Context: an optimization exercise on an open-source flow, tuned for small area, a short achievable clock period and few clock cycles per item. The choices shown serve that exercise and are no tape-out recipe.
Where RTL was checked, it was by simulation tests only, not by an equivalence proof against the original.
Only the layout flow was run in run 1; the RTL was not checked for function there.

`flow/design.v`:
```
`default_nettype none
package rmq_pkg;
    localparam int DW = 16;
    localparam int FB = 14;
    localparam int ONE = 1 << FB;
    localparam int AW = 17;
    localparam int RW = 16;
    localparam int NW = 17;
    localparam int QB = 15;
    localparam int PW = 17;
    localparam int SIDE_W = 2 + 3 + 3 * NW;
    localparam int HI_IT = 5;
    localparam logic [15:0] SQ_CUT  = 16'b1111_1111_1111_0100;
    localparam logic [13:0] DV_CUT  = 14'b11_1111_1111_1111;
    function automatic int n_cuts(input logic [15:0] m);
        int c;
        c = 0;
        for (int i = 0; i < 16; i++) c = c + int'(m[i]);
        n_cuts = c;
    endfunction
    typedef enum logic [1:0] {
        BR_TRACE = 2'd0,
        BR_X     = 2'd1,
        BR_Y     = 2'd2,
        BR_Z     = 2'd3
    } t_branch;
endpackage
`default_nettype wire
`default_nettype none
import rmq_pkg::*;
module rmq_sqrt (
    input  wire logic                        i_clk,
    input  wire logic                        i_ce,
    input  wire logic [rmq_pkg::AW-1:0]      i_rad,
    input  wire logic [rmq_pkg::SIDE_W-1:0]  i_side,
    output logic [rmq_pkg::RW-1:0]           o_root,
    output logic [rmq_pkg::SIDE_W-1:0]       o_side
);
    logic [17:0]                w_x    [0:16];
    logic [17:0]                w_rem  [0:16];
    logic [15:0]                w_root [0:16];
    logic [rmq_pkg::SIDE_W-1:0] w_side [0:16];
    assign w_x[0]    = {1'b0, i_rad};
    assign w_rem[0]  = '0;
    assign w_root[0] = '0;
    assign w_side[0] = i_side;
    for (genvar k = 0; k < 16; k++) begin : g_it
        localparam logic [17:0] RMASK = 18'((19'd1 << (k + 2)) - 1);
        localparam logic [15:0] QMASK = 16'((17'd1 << (k + 1)) - 1);
        logic [17:0] w_cur;
        logic [17:0] w_trial;
        logic [18:0] w_diff;
        logic [17:0] n_x;
        logic [17:0] n_rem;
        logic [15:0] n_root;
        always_comb begin
            w_cur   = {w_rem[k][15:0], w_x[k][17:16]};
            w_trial = {w_root[k], 2'b01};
            w_diff  = {1'b0, w_cur} - {1'b0, w_trial};
            n_x     = {w_x[k][15:0], 2'b00};
            if (!w_diff[18]) begin
                n_rem  = w_diff[17:0] & RMASK;
                n_root = ({w_root[k][14:0], 1'b1}) & QMASK;
            end else begin
                n_rem  = w_cur & RMASK;
                n_root = ({w_root[k][14:0], 1'b0}) & QMASK;
            end
        end
        logic [rmq_pkg::SIDE_W-1:0] n_side;
        if (k == rmq_pkg::HI_IT) begin : g_hi
            logic [1:0] w_r;
            assign w_r = w_root[k][k-1:k-2];
            for (genvar l = 0; l < 3; l++) begin : g_lane
                logic [NW-1:0] w_n;
                logic          w_neg;
                assign w_n   = w_side[k][l*NW +: NW];
                assign w_neg = w_n[NW-1];
                assign n_side[l*NW +: NW] = (w_n ^ {NW{w_neg}}) + NW'(w_neg) + NW'(w_r);
                assign n_side[3*NW + l]   = w_neg;
            end
            assign n_side[SIDE_W-1 -: 2] = w_side[k][SIDE_W-1 -: 2];
        end else begin : g_side
            assign n_side = w_side[k];
        end
        if (rmq_pkg::SQ_CUT[k]) begin : g_reg
            logic [17:0]                r_x;
            logic [17:0]                r_rem;
            logic [15:0]                r_root;
            logic [rmq_pkg::SIDE_W-1:0] r_side;
            always_ff @(posedge i_clk) begin
                if (i_ce) begin
                    r_x    <= n_x;
                    r_rem  <= n_rem;
                    r_root <= n_root;
                    r_side <= n_side;
                end
            end
            assign w_x[k+1]    = r_x;
            assign w_rem[k+1]  = r_rem;
            assign w_root[k+1] = r_root;
            assign w_side[k+1] = r_side;
        end else begin : g_pass
            assign w_x[k+1]    = n_x;
            assign w_rem[k+1]  = n_rem;
            assign w_root[k+1] = n_root;
            assign w_side[k+1] = n_side;
        end
    end
    assign o_root = w_root[16];
    assign o_side = w_side[16];
endmodule
`default_nettype wire
`default_nettype none
import rmq_pkg::*;
module rmq_div (
    input  wire logic                        i_clk,
    input  wire logic                        i_ce,
    input  wire logic [3*rmq_pkg::NW-1:0]    i_hi,
    input  wire logic [2:0]                  i_neg,
    input  wire logic [rmq_pkg::RW-1:0]      i_root,
    input  wire logic [1:0]                  i_br,
    output logic [3*rmq_pkg::QB-1:0]         o_q,
    output logic [3*rmq_pkg::PW-1:0]         o_p,
    output logic [2:0]                       o_ovf,
    output logic [2:0]                       o_neg,
    output logic [rmq_pkg::RW-1:0]           o_root,
    output logic [1:0]                       o_br
);
    logic [3*PW-1:0] w_p    [0:14];
    logic [3*QB-1:0] w_q    [0:14];
    logic [2:0]      w_ovf  [0:14];
    logic [2:0]      w_neg  [0:14];
    logic [RW-1:0]   w_root [0:14];
    logic [1:0]      w_br   [0:14];
    logic [3*PW-1:0] n0_p;
    logic [3*QB-1:0] n0_q;
    logic [2:0]      n0_ovf;
    for (genvar l = 0; l < 3; l++) begin : g_first
        logic [NW-1:0] w_hi;
        logic [PW-1:0] w_p0;
        logic [PW:0]   w_d1;
        logic [PW:0]   w_d2;
        always_comb begin
            w_hi = i_hi[l*NW +: NW];
            w_p0 = PW'(w_hi[NW-1:1]);
            w_d1 = {1'b0, w_p0} - {2'b00, i_root};
            w_d2 = {1'b0, w_p0} - {1'b0, i_root, 1'b0};
            n0_ovf[l] = !w_d2[PW];
            n0_q[l*QB +: QB] = {!w_d1[PW], {(QB - 1){1'b0}}};
            n0_p[l*PW +: PW] = w_d1[PW] ? {w_p0[PW-2:0], w_hi[0]} : {w_d1[PW-2:0], w_hi[0]};
        end
    end
    for (genvar t = 0; t < 14; t++) begin : g_it
        logic [3*PW-1:0] n_p;
        logic [3*QB-1:0] n_q;
        logic [2:0]      n_ovf;
        if (t == 0) begin : g_first_bit
            assign n_p   = n0_p;
            assign n_q   = n0_q;
            assign n_ovf = n0_ovf;
        end else begin : g_bit
            localparam int J = 14 - t;
            for (genvar l = 0; l < 3; l++) begin : g_lane
                logic [PW-1:0] w_pc;
                logic [PW:0]   w_d;
                always_comb begin
                    w_pc = w_p[t][l*PW +: PW];
                    w_d  = {1'b0, w_pc} - {2'b00, w_root[t]};
                    n_q[l*QB +: QB] = w_q[t][l*QB +: QB] | (QB'(!w_d[PW]) << J);
                    if (w_d[PW]) begin
                        n_p[l*PW +: PW] = {w_pc[PW-2:0], w_root[t][J]};
                    end else begin
                        n_p[l*PW +: PW] = {w_d[PW-2:0], w_root[t][J]};
                    end
                end
            end
            assign n_ovf = w_ovf[t];
        end
        logic [2:0]    c_neg;
        logic [RW-1:0] c_root;
        logic [1:0]    c_br;
        if (t == 0) begin : g_src0
            assign c_neg  = i_neg;
            assign c_root = i_root;
            assign c_br   = i_br;
        end else begin : g_srcn
            assign c_neg  = w_neg[t];
            assign c_root = w_root[t];
            assign c_br   = w_br[t];
        end
        if (rmq_pkg::DV_CUT[t]) begin : g_reg
            logic [3*PW-1:0] r_p;
            logic [3*QB-1:0] r_q;
            logic [2:0]      r_ovf;
            logic [2:0]      r_neg;
            logic [RW-1:0]   r_root;
            logic [1:0]      r_br;
            always_ff @(posedge i_clk) begin
                if (i_ce) begin
                    r_p    <= n_p;
                    r_q    <= n_q;
                    r_ovf  <= n_ovf;
                    r_neg  <= c_neg;
                    r_root <= c_root;
                    r_br   <= c_br;
                end
            end
            assign w_p[t+1]    = r_p;
            assign w_q[t+1]    = r_q;
            assign w_ovf[t+1]  = r_ovf;
            assign w_neg[t+1]  = r_neg;
            assign w_root[t+1] = r_root;
            assign w_br[t+1]   = r_br;
        end else begin : g_pass
            assign w_p[t+1]    = n_p;
            assign w_q[t+1]    = n_q;
            assign w_ovf[t+1]  = n_ovf;
            assign w_neg[t+1]  = c_neg;
            assign w_root[t+1] = c_root;
            assign w_br[t+1]   = c_br;
        end
    end
    assign w_p[0]    = '0;
    assign w_q[0]    = '0;
    assign w_ovf[0]  = '0;
    assign w_neg[0]  = '0;
    assign w_root[0] = '0;
    assign w_br[0]   = '0;
    assign o_q    = w_q[14];
    assign o_p    = w_p[14];
    assign o_ovf  = w_ovf[14];
    assign o_neg  = w_neg[14];
    assign o_root = w_root[14];
    assign o_br   = w_br[14];
endmodule
`default_nettype wire
`default_nettype none
import rmq_pkg::*;
module rotation_matrix_to_quaternion (
    input  wire logic                         i_clk,
    input  wire logic                         i_rst_n,
    input  wire logic                         i_valid,
    output logic                              o_stall,
    input  wire logic signed [rmq_pkg::DW-1:0] i_m00,
    input  wire logic signed [rmq_pkg::DW-1:0] i_m01,
    input  wire logic signed [rmq_pkg::DW-1:0] i_m02,
    input  wire logic signed [rmq_pkg::DW-1:0] i_m10,
    input  wire logic signed [rmq_pkg::DW-1:0] i_m11,
    input  wire logic signed [rmq_pkg::DW-1:0] i_m12,
    input  wire logic signed [rmq_pkg::DW-1:0] i_m20,
    input  wire logic signed [rmq_pkg::DW-1:0] i_m21,
    input  wire logic signed [rmq_pkg::DW-1:0] i_m22,
    output logic                              o_valid,
    input  wire logic                         i_stall,
    output logic signed [rmq_pkg::DW-1:0]     o_quat_w,
    output logic signed [rmq_pkg::DW-1:0]     o_quat_x,
    output logic signed [rmq_pkg::DW-1:0]     o_quat_y,
    output logic signed [rmq_pkg::DW-1:0]     o_quat_z,
    output logic [1:0]                        o_branch_used,
    output logic                              o_div_fault
);
    localparam int NSQ = rmq_pkg::n_cuts(rmq_pkg::SQ_CUT);
    localparam int NDV = rmq_pkg::n_cuts(16'(rmq_pkg::DV_CUT));
    localparam int VD  = 3 + NSQ + NDV;
    logic ce;
    logic [VD-1:0] r_vld;
    assign ce      = !(r_vld[VD-1] && i_stall);
    assign o_stall = !ce;
    always_ff @(posedge i_clk) begin
        if (!i_rst_n) begin
            r_vld <= '0;
        end else if (ce) begin
            r_vld <= {r_vld[VD-2:0], i_valid};
        end
    end
    logic signed [DW+1:0] w_tm1;
    logic [1:0]           w_br_in;
    logic signed [AW:0]   w_rt_in, w_rx_in, w_ry_in, w_rz_in;
    always_comb begin
        w_tm1 = (DW + 2)'(i_m00) + (DW + 2)'(i_m11) + (DW + 2)'(i_m22) - (DW + 2)'(1);
        if (!w_tm1[DW+1]) begin
            w_br_in = BR_TRACE;
        end else if (i_m11 > i_m00) begin
            w_br_in = (i_m22 > i_m11) ? BR_Z : BR_Y;
        end else begin
            w_br_in = (i_m22 > i_m00) ? BR_Z : BR_X;
        end
        w_rt_in = (AW + 1)'(ONE) + (AW + 1)'(i_m00) + (AW + 1)'(i_m11) + (AW + 1)'(i_m22);
        w_rx_in = (AW + 1)'(ONE) + (AW + 1)'(i_m00) - (AW + 1)'(i_m11) - (AW + 1)'(i_m22);
        w_ry_in = (AW + 1)'(ONE) - (AW + 1)'(i_m00) + (AW + 1)'(i_m11) - (AW + 1)'(i_m22);
        w_rz_in = (AW + 1)'(ONE) - (AW + 1)'(i_m00) - (AW + 1)'(i_m11) + (AW + 1)'(i_m22);
    end
    logic signed [DW-1:0] m01, m02, m10, m12, m20, m21;
    logic [1:0]           m_br;
    logic signed [AW:0]   m_rt, m_rx, m_ry, m_rz;
    always_ff @(posedge i_clk) begin
        if (ce) begin
            {m01, m02, m10, m12, m20, m21} <= {i_m01, i_m02, i_m10, i_m12, i_m20, i_m21};
            m_br <= w_br_in;
            m_rt <= w_rt_in;
            m_rx <= w_rx_in;
            m_ry <= w_ry_in;
            m_rz <= w_rz_in;
        end
    end
    logic signed [NW-1:0] w_n0, w_n1, w_n2;
    logic [AW:0]          w_a;
    always_comb begin
        unique case (m_br)
            BR_TRACE: begin
                w_a  = m_rt;
                w_n0 = NW'(m21) - NW'(m12);
                w_n1 = NW'(m02) - NW'(m20);
                w_n2 = NW'(m10) - NW'(m01);
            end
            BR_X: begin
                w_a  = m_rx;
                w_n0 = NW'(m21) - NW'(m12);
                w_n1 = NW'(m01) + NW'(m10);
                w_n2 = NW'(m02) + NW'(m20);
            end
            BR_Y: begin
                w_a  = m_ry;
                w_n0 = NW'(m02) - NW'(m20);
                w_n1 = NW'(m01) + NW'(m10);
                w_n2 = NW'(m12) + NW'(m21);
            end
            default: begin
                w_a  = m_rz;
                w_n0 = NW'(m10) - NW'(m01);
                w_n1 = NW'(m02) + NW'(m20);
                w_n2 = NW'(m12) + NW'(m21);
            end
        endcase
    end
    logic [AW:0]          f_a;
    logic [1:0]           f_br;
    logic signed [NW-1:0] f_n0, f_n1, f_n2;
    always_ff @(posedge i_clk) begin
        if (ce) begin
            f_a  <= w_a;
            f_br <= m_br;
            f_n0 <= w_n0;
            f_n1 <= w_n1;
            f_n2 <= w_n2;
        end
    end
    logic [RW-1:0]     w_root;
    logic [SIDE_W-1:0] w_sq_side;
    rmq_sqrt u_sqrt (
        .i_clk  (i_clk),
        .i_ce   (ce),
        .i_rad  (f_a[AW] ? AW'(0) : f_a[AW-1:0]),
        .i_side ({f_br, 3'b000, f_n2, f_n1, f_n0}),
        .o_root (w_root),
        .o_side (w_sq_side)
    );
    logic [3*QB-1:0] w_q;
    logic [3*PW-1:0] w_p;
    logic [2:0]      w_ovf, w_neg;
    logic [RW-1:0]   w_rt_d;
    logic [1:0]      w_br_d;
    rmq_div u_div (
        .i_clk  (i_clk),
        .i_ce   (ce),
        .i_hi   (w_sq_side[3*NW-1:0]),
        .i_neg  (w_sq_side[3*NW +: 3]),
        .i_root (w_root),
        .i_br   (w_sq_side[SIDE_W-1 -: 2]),
        .o_q    (w_q),
        .o_p    (w_p),
        .o_ovf  (w_ovf),
        .o_neg  (w_neg),
        .o_root (w_rt_d),
        .o_br   (w_br_d)
    );
    function automatic logic signed [DW-1:0] lane_out(input logic neg, input logic ovf,
                                                      input logic [QB-1:0] q,
                                                      input logic [PW-1:0] p,
                                                      input logic [RW-1:0] r);
        logic [PW:0]   d;
        logic          q0;
        logic [DW-2:0] hi, nhi, nhi1;
        d    = {1'b0, p} - {2'b00, r};
        q0   = !d[PW];
        hi   = {1'b0, q[QB-1:1]};
        nhi  = ~hi;
        nhi1 = (DW - 1)'(0) - hi;
        if (ovf)       lane_out = neg ? 16'sh8000 : 16'sh7fff;
        else if (!neg) lane_out = $signed({hi, q0});
        else if (q0)   lane_out = $signed({nhi, 1'b1});
        else           lane_out = $signed({nhi1, 1'b0});
    endfunction
    logic signed [DW-1:0] w_c0, w_c1, w_c2, w_big;
    logic                 w_fault;
    logic signed [DW-1:0] n_w, n_x, n_y, n_z;
    always_comb begin
        w_c0    = lane_out(w_neg[0], w_ovf[0], w_q[0*QB +: QB], w_p[0*PW +: PW], w_rt_d);
        w_c1    = lane_out(w_neg[1], w_ovf[1], w_q[1*QB +: QB], w_p[1*PW +: PW], w_rt_d);
        w_c2    = lane_out(w_neg[2], w_ovf[2], w_q[2*QB +: QB], w_p[2*PW +: PW], w_rt_d);
        w_big   = $signed(DW'(({1'b0, w_rt_d} + 17'd1) >> 1));
        w_fault = (w_rt_d == '0);
        unique case (w_br_d)
            BR_TRACE: begin n_w = w_big; n_x = w_c0;  n_y = w_c1;  n_z = w_c2;  end
            BR_X:     begin n_w = w_c0;  n_x = w_big; n_y = w_c1;  n_z = w_c2;  end
            BR_Y:     begin n_w = w_c0;  n_x = w_c1;  n_y = w_big; n_z = w_c2;  end
            default:  begin n_w = w_c0;  n_x = w_c1;  n_y = w_c2;  n_z = w_big; end
        endcase
        if (w_fault) begin
            n_w = '0;
            n_x = '0;
            n_y = '0;
            n_z = '0;
        end
    end
    logic signed [DW-1:0] r_w, r_x, r_y, r_z;
    logic [1:0]           r_br;
    logic                 r_fault;
    always_ff @(posedge i_clk) begin
        if (ce) begin
            r_w     <= n_w;
            r_x     <= n_x;
            r_y     <= n_y;
            r_z     <= n_z;
            r_br    <= w_br_d;
            r_fault <= w_fault;
        end
    end
    assign o_valid       = r_vld[VD-1];
    assign o_quat_w      = r_w;
    assign o_quat_x      = r_x;
    assign o_quat_y      = r_y;
    assign o_quat_z      = r_z;
    assign o_branch_used = r_br;
    assign o_div_fault   = r_fault;
endmodule
`default_nettype wire
```
`flow/run.sh`:
```
#!/bin/bash
# synth_recipe.tcl (not shown) runs the flow's synth.tcl, then flattens the netlist and writes it again
# the make line also repeats each setting of config.mk as NAME=value (left out here)
make -C /OpenROAD-flow-scripts/flow DESIGN_CONFIG=/design/flow/config.mk WORK_HOME=/design/flow/orfs CLKGATE_MAP_FILE= SYNTH_SCRIPT=/design/flow/synth_recipe.tcl finish
```
`flow/config.mk`:
```
export PLATFORM = sky130hd
export DESIGN_NAME = rotation_matrix_to_quaternion
export DESIGN_NICKNAME = rotation_matrix_to_quaternion
export VERILOG_FILES = /design/flow/design.v
export SDC_FILE = /design/flow/constraint.sdc
export NUM_CORES = 4
export LEC_CHECK = 0
export ABC_AREA = 1
export CAP_MARGIN = 20
export CORE_MARGIN = 2
export CORE_UTILIZATION = 40
export SETUP_SLACK_MARGIN = 4.2
export SLEW_MARGIN = 20
export TNS_END_PERCENT = 10
```
`flow/constraint.sdc`:
```
create_clock -name core_clock -period 7.5 [get_ports {i_clk}]
set_input_delay 1.5000 -clock core_clock [delete_from_list [all_inputs] [get_ports {i_clk}]]
set_output_delay 1.5000 -clock core_clock [all_outputs]
set_load 0.01 [all_outputs]
```
==> results of run 1 <==
[cell families after synthesis]
logic type,after synthesis,share of synthesized area
multiplexers,3,0.0002318
flip-flops,2664,0.5470
AND/OR/NAND/NOR,4765,0.1382
XOR/XNOR,730,0.04445
buffers and inverters,1772,0.04610
adder cells (fa/ha/maj),1280,0.1172
AO/OA/AOI/OAI,2862,0.1069
[final cells by class]
class	count	area, um2	area share
clock buffer	348	7687	0.04658
clock inverter	183	1969	0.01193
sequential	2664	79700	0.4829
multi-input combinational	9642	60290	0.3653
tap	4794	5998	0.03634
antenna	1	2.502	0.00001516
timing repair buffer	390	3603	0.02183
timing repair inverter	1	5.005	0.00003032
inverter	1534	5794	0.03511
[repair_timing]
| item | 4_1_cts | 5_1_grt |
|---|---|---|
| setup endpoints to repair | 1605 | 1477 |
| setup buffers | 64 | 24 |
| gates cloned | 3 | 2 |
| pin swaps | 47 | 48 |
| resized for setup | 283 | 134 |
[stage by stage]
step,std cells,instance area [um2]
after floorplan,14080,145700
after global placement,18930,153700
after detailed placement,18930,153700
after CTS,19530,164600
after global routing,19560,165000
final,19560,165000
[worst paths after layout]
| kind | from | end | slack (ns) | depth (start not counted) |
|---|---|---|---|---|
| worst max-delay path | i_m00[0] | m_ry[17] | 3.54 | 21 |
| worst min register to register | u_sqrt.g_it[2].g_reg.r_side[37] | u_sqrt.g_it[4].g_reg.r_side[37] | 0.35 | 0 |
| worst min-delay path | u_sqrt.g_it[2].g_reg.r_side[37] | u_sqrt.g_it[4].g_reg.r_side[37] | 0.35 | 0 |
| worst max register to register | u_div.g_it[4].g_reg.r_p[34] | u_div.g_it[5].g_reg.r_p[32] | 3.88 | 8 |
[registers in the layout, indices dropped and copies added (netlist names), 28 cells and up]
name	flops
u_sqrt.g_it.g_reg.r_side	722
u_div.g_it.g_reg.r_p	680
u_div.g_it.g_reg.r_q	315
u_div.g_it.g_reg.r_root	219
u_sqrt.g_it.g_reg.r_root	129
u_sqrt.g_it.g_reg.r_rem	119
u_div.g_it.g_reg.r_neg	42
u_div.g_it.g_reg.r_ovf	42
u_sqrt.g_it.g_reg.r_x	32
r_vld	30
u_div.g_it.g_reg.r_br	28
[layer usage]
metal / up-vias / global-route usage
li1: 50520 / -
met1: 48000 / 0.2521
met2: 2445 / 0.3365
met3: 598 / 0.02083
met4: 0 / 0.07531
met5: - / 0
[layout by cell type (no fill, tap or decap), types with 40 or more instances in the layout]
cell type,instances
a21o_1,99
a21oi_1,1555
a31oi_1,214
and2_1,40
buf_4,150
clkbuf_1,48
clkbuf_16,302
clkdlybuf4s50_1,167
clkinv_1,61
edfxtp_1,2634
fa_1,133
ha_1,1114
inv_1,1473
inv_2,47
nand2_1,2111
nand3_1,603
nand3b_1,69
nand4_1,248
nor2_1,1367
nor3_1,218
o2111ai_1,44
o21a_1,46
o21ai_0,650
o21ai_1,40
o31ai_1,62
xnor2_1,279
xor2_1,434
==> impl.org, run 1 <==
** Run status
- The run finished with no timing, DRC or antenna violations.

** Routing
- The pre-antenna-repair detailed-routing pass consisted of 9 iterations.
- DRC violation count after routing :: 0
- Met1 routed wirelength after detailed routing :: 160,800 um
- Once detail routing completed, the nets flagged for antenna violations numbered 0.
- In the routed layout, each cell is associated on average with a via count of 5.193.
- The final route contains 101,600 vias.
- Met2 WL :: 179,400 um
- After detailed routing, no signal wire sits above met4.
- Metal3 WL :: 16,170 um
- In the final routed layout, each cell accounts on average for 18.98 um.
- In this run, the number of DRC markers left after iteration 0 of detailed routing was 7,704.
- Wires add up to 371,200 um.

** Setup path
- The slowest stage of the critical path is the fa_1 cell.
- The number of buffers and inverters on the critical path is 6.
- The worst setup path is captured at a register.
- The largest single stage delay on the critical path is 0.50 ns.
- Among cell families on the critical path, the largest total delay comes from simple AND/OR/NAND/NOR gates.
- Walking the worst path, the cells encountered are buf_8 > inv_6 > ha_4 > nand3_4 > nor3_4 > nand3_2 > nor2_2 > nand4_1 > buf_4 > xor2_1 > inv_1 > fa_1 > inv_2 > ha_4 > nand2_2 > nor2_1 > inv_1 > nor4_4 > nand4_1 > nand3_2 > xor2_1.
- Element type at the critical path start :: input port
- The worst setup path is of the in -> reg kind.
- Crit path DAT :: 4.63 ns
- Data required time of the worst path :: 8.17 ns
- Of all nets on the critical path, the largest fanout is 4.

** STA
- Setup repair after global routing could not meet its margin everywhere.
- Hold Vio Cnt, Final :: 0
- Fmax :: 252.8 MHz
- Clock skew after layout :: 0.09676 ns
- Pins Over Slew Limit :: 0
- In this run the tightest slew margin relative to its limit is 0.2634.
- Worst hold slack after final layout :: 0.3475 ns
- Final critical delay including setup and external delays :: 3.955 ns
- Once routing completed, OpenROAD measured the worst setup slack at 3.545 ns.
- Setup violations remaining at the end of the flow were counted as 0.
- At the pin with the least slew margin, the transition time is 1.105 ns.
- Tcrit/Tclk final :: 0.5273
- Setup Total Neg Slack :: 0 ns

** GRT
- In the global route stage, overall resource usage came out at 0.1953.
- Entering global routing, the biggest net connects 188 pins.
- Number of global-route vias before repair :: 97,910
- Initial antenna violation count :: 4
- The first global-routing pass estimated 565,900 um of wire.
- Global routing finished with a remaining overflow of 0.

** Final layout
- Number of nets in the layout :: 15,960
- Of the cells placed in the final design, the portion with a size suffix greater than 1 is 0.06124.
- Final core area utilization :: 0.4553
- Counting the fill cells in the layout gives 33,800.
- Compared with the post-synthesis result, the final layout area differs by 13.27%.

** Synthesis
- Counting every net in the synthesized netlist gives 15,500.
- Share of async-settable or async-resettable flops after synthesis :: 0
- In the synthesized netlist, the cells that appear most often are edfxtp_1, nand2_1, a21oi_1.
- Of the post-synthesis cell area, the dominant cell type holds 0.5428.
- Fraction of the yosys area taken by sequential cells :: 0.5470
- A synthesized cell averages 10.35 um2.
- Syn Inst Count :: 14,080
- After synthesis the cells add up to 145,700 um2.
- For this run, the number of Yosys warnings is 13.
- Top cells by area, synth :: edfxtp_1, ha_1, nand2_1
- edfxtp_1 takes more of the synthesized area than any other cell.
- In the post-synthesis netlist, the cell with the most instances is edfxtp_1.
- The most used flip-flop cell after synthesis is edfxtp_1.
- Number of distinct library cells after synthesis :: 60
- Number of flops mapped to enable cells by yosys :: 2,634
- The synthesized design contains 2,664 register bits.

** Min path
- Worst min-delay path class :: reg -> reg

** Clock tree
- The H-tree generated during clock tree synthesis spans 5 levels.
- The tree is rooted in a clkbuf_16.
- No sink is reached through more buffers than the 4 on the longest clock path.
- Clock latency on the worst-skew pair, taken at its later pin, is 0.95 ns.
- Buffers inserted to repair hold after CTS numbered 0.
- Clock tree synthesis inserted a total of 296 buffers.
- Clock-pin transition on the worst setup and hold timing paths :: 0.06 ns
- The tree built by TritonCTS fans out to 2,664 sinks.
- TritonCTS built the clock tree.

** Placed design
- Placer congestion estimate :: 0.9407
- DP HPWL :: 283,400 um
- Prior to clock tree synthesis, the placed netlist has a worst setup slack of 1.040 ns.
- Count of port buffers added during placement :: 216

** Die
- Initial core utilization :: 0.4019
- I/O pin total :: 217
- Standard-cell row count :: 221
- Horiz. Die Dim :: 607.6 um
- Die Ht :: 607.6 um
- After floorplanning, the core was sized to cover 362,500 um2.
- Die area :: 369,100 um2

** Job
- Count of max-cap constraint violations :: 0
==> run 2, diff against run 1 <==
--- a/flow/design.v
+++ b/flow/design.v
@@ -9,9 +9,9 @@
     localparam int QB = 15;
     localparam int PW = 17;
     localparam int SIDE_W = 2 + 3 + 3 * NW;
-    localparam int HI_IT = 5;
-    localparam logic [15:0] SQ_CUT  = 16'b1111_1111_1111_0100;
-    localparam logic [13:0] DV_CUT  = 14'b11_1111_1111_1111;
+    localparam int HI_IT = 3;
+    localparam logic [15:0] SQ_CUT  = 16'b1010_1010_1010_1000;
+    localparam logic [13:0] DV_CUT  = 14'b10_1010_1010_1010;
     function automatic int n_cuts(input logic [15:0] m);
         int c;
         c = 0;
@@ -261,11 +261,12 @@
 );
     localparam int NSQ = rmq_pkg::n_cuts(rmq_pkg::SQ_CUT);
     localparam int NDV = rmq_pkg::n_cuts(16'(rmq_pkg::DV_CUT));
-    localparam int VD  = 3 + NSQ + NDV;
+    localparam int VD  = 2 + NSQ + NDV;
     logic ce;
     logic [VD-1:0] r_vld;
-    assign ce      = !(r_vld[VD-1] && i_stall);
-    assign o_stall = !ce;
+    logic          r_ov, r_skv;
+    assign ce      = !r_skv;
+    assign o_stall = r_skv;
     always_ff @(posedge i_clk) begin
         if (!i_rst_n) begin
             r_vld <= '0;
@@ -275,7 +276,6 @@
     end
     logic signed [DW+1:0] w_tm1;
     logic [1:0]           w_br_in;
-    logic signed [AW:0]   w_rt_in, w_rx_in, w_ry_in, w_rz_in;
     always_comb begin
         w_tm1 = (DW + 2)'(i_m00) + (DW + 2)'(i_m11) + (DW + 2)'(i_m22) - (DW + 2)'(1);
         if (!w_tm1[DW+1]) begin
@@ -285,53 +285,54 @@
         end else begin
             w_br_in = (i_m22 > i_m00) ? BR_Z : BR_X;
         end
-        w_rt_in = (AW + 1)'(ONE) + (AW + 1)'(i_m00) + (AW + 1)'(i_m11) + (AW + 1)'(i_m22);
-        w_rx_in = (AW + 1)'(ONE) + (AW + 1)'(i_m00) - (AW + 1)'(i_m11) - (AW + 1)'(i_m22);
-        w_ry_in = (AW + 1)'(ONE) - (AW + 1)'(i_m00) + (AW + 1)'(i_m11) - (AW + 1)'(i_m22);
-        w_rz_in = (AW + 1)'(ONE) - (AW + 1)'(i_m00) - (AW + 1)'(i_m11) + (AW + 1)'(i_m22);
     end
-    logic signed [DW-1:0] m01, m02, m10, m12, m20, m21;
+    logic signed [DW-1:0] m00, m01, m02, m10, m11, m12, m20, m21, m22;
     logic [1:0]           m_br;
-    logic signed [AW:0]   m_rt, m_rx, m_ry, m_rz;
+    logic signed [DW+1:0] m_tm1;
     always_ff @(posedge i_clk) begin
         if (ce) begin
-            {m01, m02, m10, m12, m20, m21} <= {i_m01, i_m02, i_m10, i_m12, i_m20, i_m21};
-            m_br <= w_br_in;
-            m_rt <= w_rt_in;
-            m_rx <= w_rx_in;
-            m_ry <= w_ry_in;
-            m_rz <= w_rz_in;
+            {m00, m01, m02, m10, m11, m12, m20, m21, m22} <=
+                {i_m00, i_m01, i_m02, i_m10, i_m11, i_m12, i_m20, i_m21, i_m22};
+            m_br  <= w_br_in;
+            m_tm1 <= w_tm1;
         end
     end
+    logic signed [DW-1:0] w_msel;
+    logic signed [DW+2:0] w_rad_t, w_rad_o, w_rad;
     logic signed [NW-1:0] w_n0, w_n1, w_n2;
     logic [AW:0]          w_a;
     always_comb begin
         unique case (m_br)
+            BR_X:    w_msel = m00;
+            BR_Y:    w_msel = m11;
+            default: w_msel = m22;
+        endcase
+        w_rad_t = (DW + 3)'(m_tm1) + (DW + 3)'(ONE + 1);
+        w_rad_o = ~((DW + 3)'(m_tm1)) + ((DW + 3)'(w_msel) <<< 1) + (DW + 3)'(ONE);
+        w_rad   = (m_br == BR_TRACE) ? w_rad_t : w_rad_o;
+        unique case (m_br)
             BR_TRACE: begin
-                w_a  = m_rt;
                 w_n0 = NW'(m21) - NW'(m12);
                 w_n1 = NW'(m02) - NW'(m20);
                 w_n2 = NW'(m10) - NW'(m01);
             end
             BR_X: begin
-                w_a  = m_rx;
                 w_n0 = NW'(m21) - NW'(m12);
                 w_n1 = NW'(m01) + NW'(m10);
                 w_n2 = NW'(m02) + NW'(m20);
             end
             BR_Y: begin
-                w_a  = m_ry;
                 w_n0 = NW'(m02) - NW'(m20);
                 w_n1 = NW'(m01) + NW'(m10);
                 w_n2 = NW'(m12) + NW'(m21);
             end
             default: begin
-                w_a  = m_rz;
                 w_n0 = NW'(m10) - NW'(m01);
                 w_n1 = NW'(m02) + NW'(m20);
                 w_n2 = NW'(m12) + NW'(m21);
             end
         endcase
+        w_a = w_rad[AW:0];
     end
     logic [AW:0]          f_a;
     logic [1:0]           f_br;
@@ -416,17 +417,38 @@
     logic signed [DW-1:0] r_w, r_x, r_y, r_z;
     logic [1:0]           r_br;
     logic                 r_fault;
+    logic [4*DW+2:0]      r_sk;
+    logic                 w_take, w_consume;
+    assign w_take    = ce && r_vld[VD-1];
+    assign w_consume = r_ov && !i_stall;
     always_ff @(posedge i_clk) begin
-        if (ce) begin
-            r_w     <= n_w;
-            r_x     <= n_x;
-            r_y     <= n_y;
-            r_z     <= n_z;
-            r_br    <= w_br_d;
-            r_fault <= w_fault;
+        if (!i_rst_n) begin
+            r_ov  <= 1'b0;
+            r_skv <= 1'b0;
+        end else if (r_skv) begin
+            if (w_consume) begin
+                r_ov  <= 1'b1;
+                r_skv <= 1'b0;
+            end
+        end else if (!r_ov || w_consume) begin
+            r_ov <= w_take;
+        end else if (w_take) begin
+            r_skv <= 1'b1;
+        end
+    end
+    always_ff @(posedge i_clk) begin
+        if (r_skv) begin
+            if (w_consume) {r_w, r_x, r_y, r_z, r_br, r_fault} <= r_sk;
+        end else if (!r_ov || w_consume) begin
+            {r_w, r_x, r_y, r_z, r_br, r_fault} <= {n_w, n_x, n_y, n_z, w_br_d, w_fault};
+        end
+    end
+    always_ff @(posedge i_clk) begin
+        if (!r_skv && r_ov && !w_consume) begin
+            r_sk <= {n_w, n_x, n_y, n_z, w_br_d, w_fault};
         end
     end
-    assign o_valid       = r_vld[VD-1];
+    assign o_valid       = r_ov;
     assign o_quat_w      = r_w;
     assign o_quat_x      = r_x;
     assign o_quat_y      = r_y;
--- a/flow/config.mk
+++ b/flow/config.mk
@@ -9,6 +9,6 @@
 export CAP_MARGIN = 20
 export CORE_MARGIN = 2
 export CORE_UTILIZATION = 40
-export SETUP_SLACK_MARGIN = 4.2
+export SETUP_SLACK_MARGIN = 3.0
 export SLEW_MARGIN = 20
 export TNS_END_PERCENT = 10
==> run 2 against run 1 <==
Effect of this change: flip-flop and latch count down 1068; design area down 22%; non-clock buffer count up 244; still clean; highest routed layer is now met5; largest cell class is now multi-input combinational cells; via count down 13%; routed wire length down 16%.
==> impl.org, run 2 <==
** Die
- Die Ht :: 529.3 um (-13%)
- Horiz. Die Dim :: 529.3 um (-13%)
- The row count came to 192 (-13%).
- Die area :: 280,100 um2 (-24%)
- The core footprint is 274,100 um2 (-24%).
- The count of pins on the block boundary came to 217 (unchanged).
- Initial core utilization :: 0.4026 (+0.0006895)

** STA
- The share of the clock period used by the worst path was 0.5981 (+0.07079).
- The shortest clock period the worst path allows after layout was 4.486 ns (+0.5309 ns).
- Worst Slack Setup Final :: 3.014 ns (-0.5309 ns)
- The final hold violation count was 0 (unchanged).
- Clock skew after layout :: 0.08561 ns (-0.01115 ns)
- Setup repair after global routing could not meet its margin everywhere.
- The total count of max-transition violations in the final report came to 0 (unchanged).
- The max-slew headroom at the worst pin is 0.2913 (+0.02784).
- Setup violations, final :: 0 (unchanged)
- The actual slew at the worst max-slew pin was 1.063 ns (-0.04176 ns).
- Fmax :: 222.9 MHz (-12%)
- Setup Total Neg Slack :: 0 ns (unchanged)

** Run status
- Run status :: no timing/DRC/antenna violations

** Clock tree
- The clock latency at the later pin of the worst-skew pair was 0.90 ns (-0.05 ns).
- Total clock sinks :: 1,596 (-40%)
- The root buffer cell chosen for the clock tree is clkbuf_16.
- TritonCTS built the clock tree.
- The register clock-pin slew on the reported worst setup and hold paths was 0.06 ns (about the same).
- The hold buffer count at cts came to 0 (unchanged).
- The maximum buffer depth of the clock tree was 4 (unchanged).
- Number of clock buffers inserted by TritonCTS :: 183 (-38%)
- The number of levels the H-tree was split into is 4 (-1).

** GRT
- Initial antenna violation count :: 11 (+7)
- Met3 global-route usage :: 0.02177 (+0.0009386)
- The total grt overflow was 0 (unchanged).
- Layer with the highest usage :: met2
- The wire length of the first global-routing pass is 473,300 um (-16%).
- Total Routing Usage GR :: 0.2143 (+0.01901)
- The via count of the first global-routing pass was 83,340 (-15%).
- The pin count of the biggest net entering global routing was 181 (-3.7%).
- Global-route track usage on met2 :: 0.3606 (+0.02414)
- Fraction of met1 tracks used by global routing :: 0.2837 (+0.03159)

** Placed design
- DP Cell Count :: 16,270 (-14%)
- The global placement routability congestion is 0.9682 (+2.9%).
- The post-placement worst setup slack was 1.641 ns (+0.6016 ns).
- Count of port buffers added during placement :: 216 (unchanged)
- DP HPWL :: 237,100 um (-16%)

** Synthesis
- Most used flip-flop cell after synthesis :: edfxtp_1
- Number of nets produced by synthesis :: 13,830 (-11%)
- Area share of the leading cell type in the synthesized netlist :: 0.4294 (-0.1135)
- Syn Std Cell Area :: 110,400 um2 (-24%)
- The fraction of registers with async set or reset after synthesis was 0 (unchanged).
- The synthesized area per cell came to 8.808 um2 (-15%).
- The sequential share of the synthesized area is 0.4326 (-0.1143).
- The synthesized instance count came to 12,530 (-11%).
- Number of distinct library cells after synthesis :: 78 (+30%)
- Commonest cells in the synthesized netlist :: nand2_1, edfxtp_1, inv_1
- Number of flops mapped to enable cells by yosys :: 1,578 (-40%)
- Yosys top cell by area :: edfxtp_1
- Top cells by area, synth :: edfxtp_1, ha_1, nand2_1
- The Yosys warning count was 13 (unchanged).
- Dominant cell by count in the synthesized netlist :: nand2_1
- Flop and latch count out of synthesis :: 1,596 (-40%)

** Final layout
- Number of nets in the layout :: 14,440 (-9.5%)
- The core occupancy in the finished layout was 0.4672 (+0.01196).
- The library cells used most frequently in the layout, excluding fill and tap cells, are nand2_1, edfxtp_1, inv_1.
- Most common cell after layout, fill and taps aside :: nand2_1
- Count of fill cells added during filler insertion :: 26,190 (-23%)
- u_sqrt.g_it.g_reg.r_side holds more flip-flops than any other register.
- The number of standard cells in the layout, taps in and fillers out is 16,960 (-13%).
- Layout Area Growth over Synthesis :: 16.05%
- Max reg flops :: 392 (-46%)
- The ratio of cells with drive above 1 in the final layout was 0.09796 (+0.03672).
- The largest registers in the layout are u_sqrt.g_it.g_reg.r_side x392, u_div.g_it.g_reg.r_p x342, u_div.g_it.g_reg.r_q x168.

** Routing
- Antenna violation net count after detailed routing :: 0 (unchanged)
- Drt first pass iters :: 6 (-3)
- The routed via count was 88,580 (-13%).
- The aggregate routed wire length was 311,600 um (-16%).
- The average wire per standard cell was 18.37 um (-3.2%).
- The count of unresolved DRC violations after routing was 0 (unchanged).
- The via density per instance was 5.223 (+0.57%).
- Number of violations reported at the end of detailed-routing iteration 0 :: 6,532 (-15%)

** Setup path
- The endpoint arrival time on the critical path is 5.14 ns (+0.51 ns).
- The highest fanout seen on the critical path is 11 (+7).
- Data required time of the worst path :: 8.16 ns (about the same)
- Number of cells on the worst reg-to-reg path :: 25 (+17)
- Element type at the critical path start :: register
- STA classifies the critical path endpoint as a register.
- Kind of critical path :: reg -> reg

** Min path
- The tightest min-delay check is of the reg -> reg type.
- Cell depth of the worst min-delay path :: 0 (unchanged)

** Job
- Count of max-cap constraint violations :: 0 (unchanged)
run 2: changes by cell type in the layout (fill, tap and decap cells not counted), sizes merged, moves of 167 or more:
cell	previous run	this run
nand3	613	821
buf	182	414
inv	1547	1265
nand2	2135	2949
a21oi	1583	1114
edfxtp	2634	1578
o21ai	708	905
nor2	1390	825
a31oi	218	51
run 2: metrics by stage:
stage               hold slack, ns  cell area, um2
floorplan                   0.4003          110400
global placement            0.4002          116600
detailed placement          0.4045          116600
CTS                         0.3590          124300
global route                0.3924          128100
finish                      0.3761          128100
run 2: logic make-up (layout without fill, tap and decap cells):
group	count (synthesis)	after routing	synth area share
AND/OR/NAND/NOR	5050	5065	0.1942
AO/OA/AOI/OAI	2433	2434	0.1221
flip-flops	1596	1596	0.4326
buffers and inverters	1560	2285	0.05627
adder cells (fa/ha/maj)	1155	1155	0.1359
XOR/XNOR	733	733	0.05861
multiplexers	3	3	0.0002948
other	0	4	0
run 2: what timing repair did:
action                                  CTS  global route
buffers inserted                        117           208
gates cloned                             13            23
gates resized for setup                 171           449
hold endpoints to repair                  0             0
endpoints found under the setup margin  375           412
pin swaps                                23            70
run 2: cell type report:
type	count	area, um2	area share
clock inverter	113	1197	0.009349
multi-input combinational	9390	58420	0.4562
timing repair buffer	634	6010	0.04692
sequential	1596	47750	0.3728
clock buffer	211	4747	0.03707
inverter	1314	5225	0.04080
antenna	4	10.01	0.00007816
tap	3686	4612	0.03601
timing repair inverter	13	97.59	0.0007620
run 2: worst max-delay path, stage by stage (launching register included):
cell and delay [ns]:
edfxtp_1 0.46, inv_2 0.13, buf_4 0.22, ha_1 0.31
inv_1 0.08, nor3_2 0.23, and2_1 0.27, nand4_1 0.10
buf_4 0.18, nand3_4 0.11, buf_4 0.14, nor2_1 0.04
a21oi_2 0.21, ha_1 0.33, nand2_1 0.08, inv_1 0.06
a21oi_4 0.20, o21ai_1 0.15, nand3_1 0.11, nand2_1 0.06
nand2_1 0.08, nand2_1 0.05, nor2_1 0.11, buf_6 0.18
nand2_4 0.13, o21ai_1 0.27
run 2: routing by layer:
layer / vias up / part of all wire
met4: 2 / 0.042
met3: 485 / 0.046
met1: 41210 / 0.44
li1: 44580 / -
met2: 2301 / 0.47
met5: - / 0.000029
run 2: final timing paths:
path / from / endpoint / slack, ns
worst min-delay path: u_sqrt.g_it[5].g_reg.r_side[26] / u_sqrt.g_it[7].g_reg.r_side[26] / 0.38
worst max register to register: u_div.g_it[1].g_reg.r_root[15] / u_div.g_it[3].g_reg.r_p[31] / 3.01
worst max-delay path: u_div.g_it[1].g_reg.r_root[15] / u_div.g_it[3].g_reg.r_p[31] / 3.01
worst min register to register: u_sqrt.g_it[5].g_reg.r_side[26] / u_sqrt.g_it[7].g_reg.r_side[26] / 0.38
Testbench counts of run 2, summed over its fixed seeds: cycles 4,136, items 4,000.

separate check: timing with driven ports:
How much do the figures lean on ideal ports? The routed layouts below were timed once more, with nothing changed but the port constraints.
Step 1 sets driving cells, clkbuf_16 on the clock port and buf_2 on the other inputs (assumed; they add their load-dependent delay and slew).
Step 2, shift: input delay + t, output delay - t, t = (earliest + latest rising clock arrival at the registers) / 2. This alone moves slack from input paths to output paths.
a / b / c = ideal / step 1 / step 2; a / b = the first two.
| run | t (ns) | slack for setup (ns) | latest minus earliest clock arrival (ns) | worst slew at a driven data input, ns |
|---|---|---|---|---|
| run 1 | 1.012 | 3.545 / 3.612 / 2.600 | 0.101 / 0.101 | 0.06 |
| run 2 | 0.954 | 3.014 / 3.014 / 2.369 | 0.101 / 0.101 | 0.05 |
After both steps every run listed still meets setup and hold. The setup slack of run 1, which loses most, moves by +0.067 ns with the drivers and by -0.945 ns with both steps.
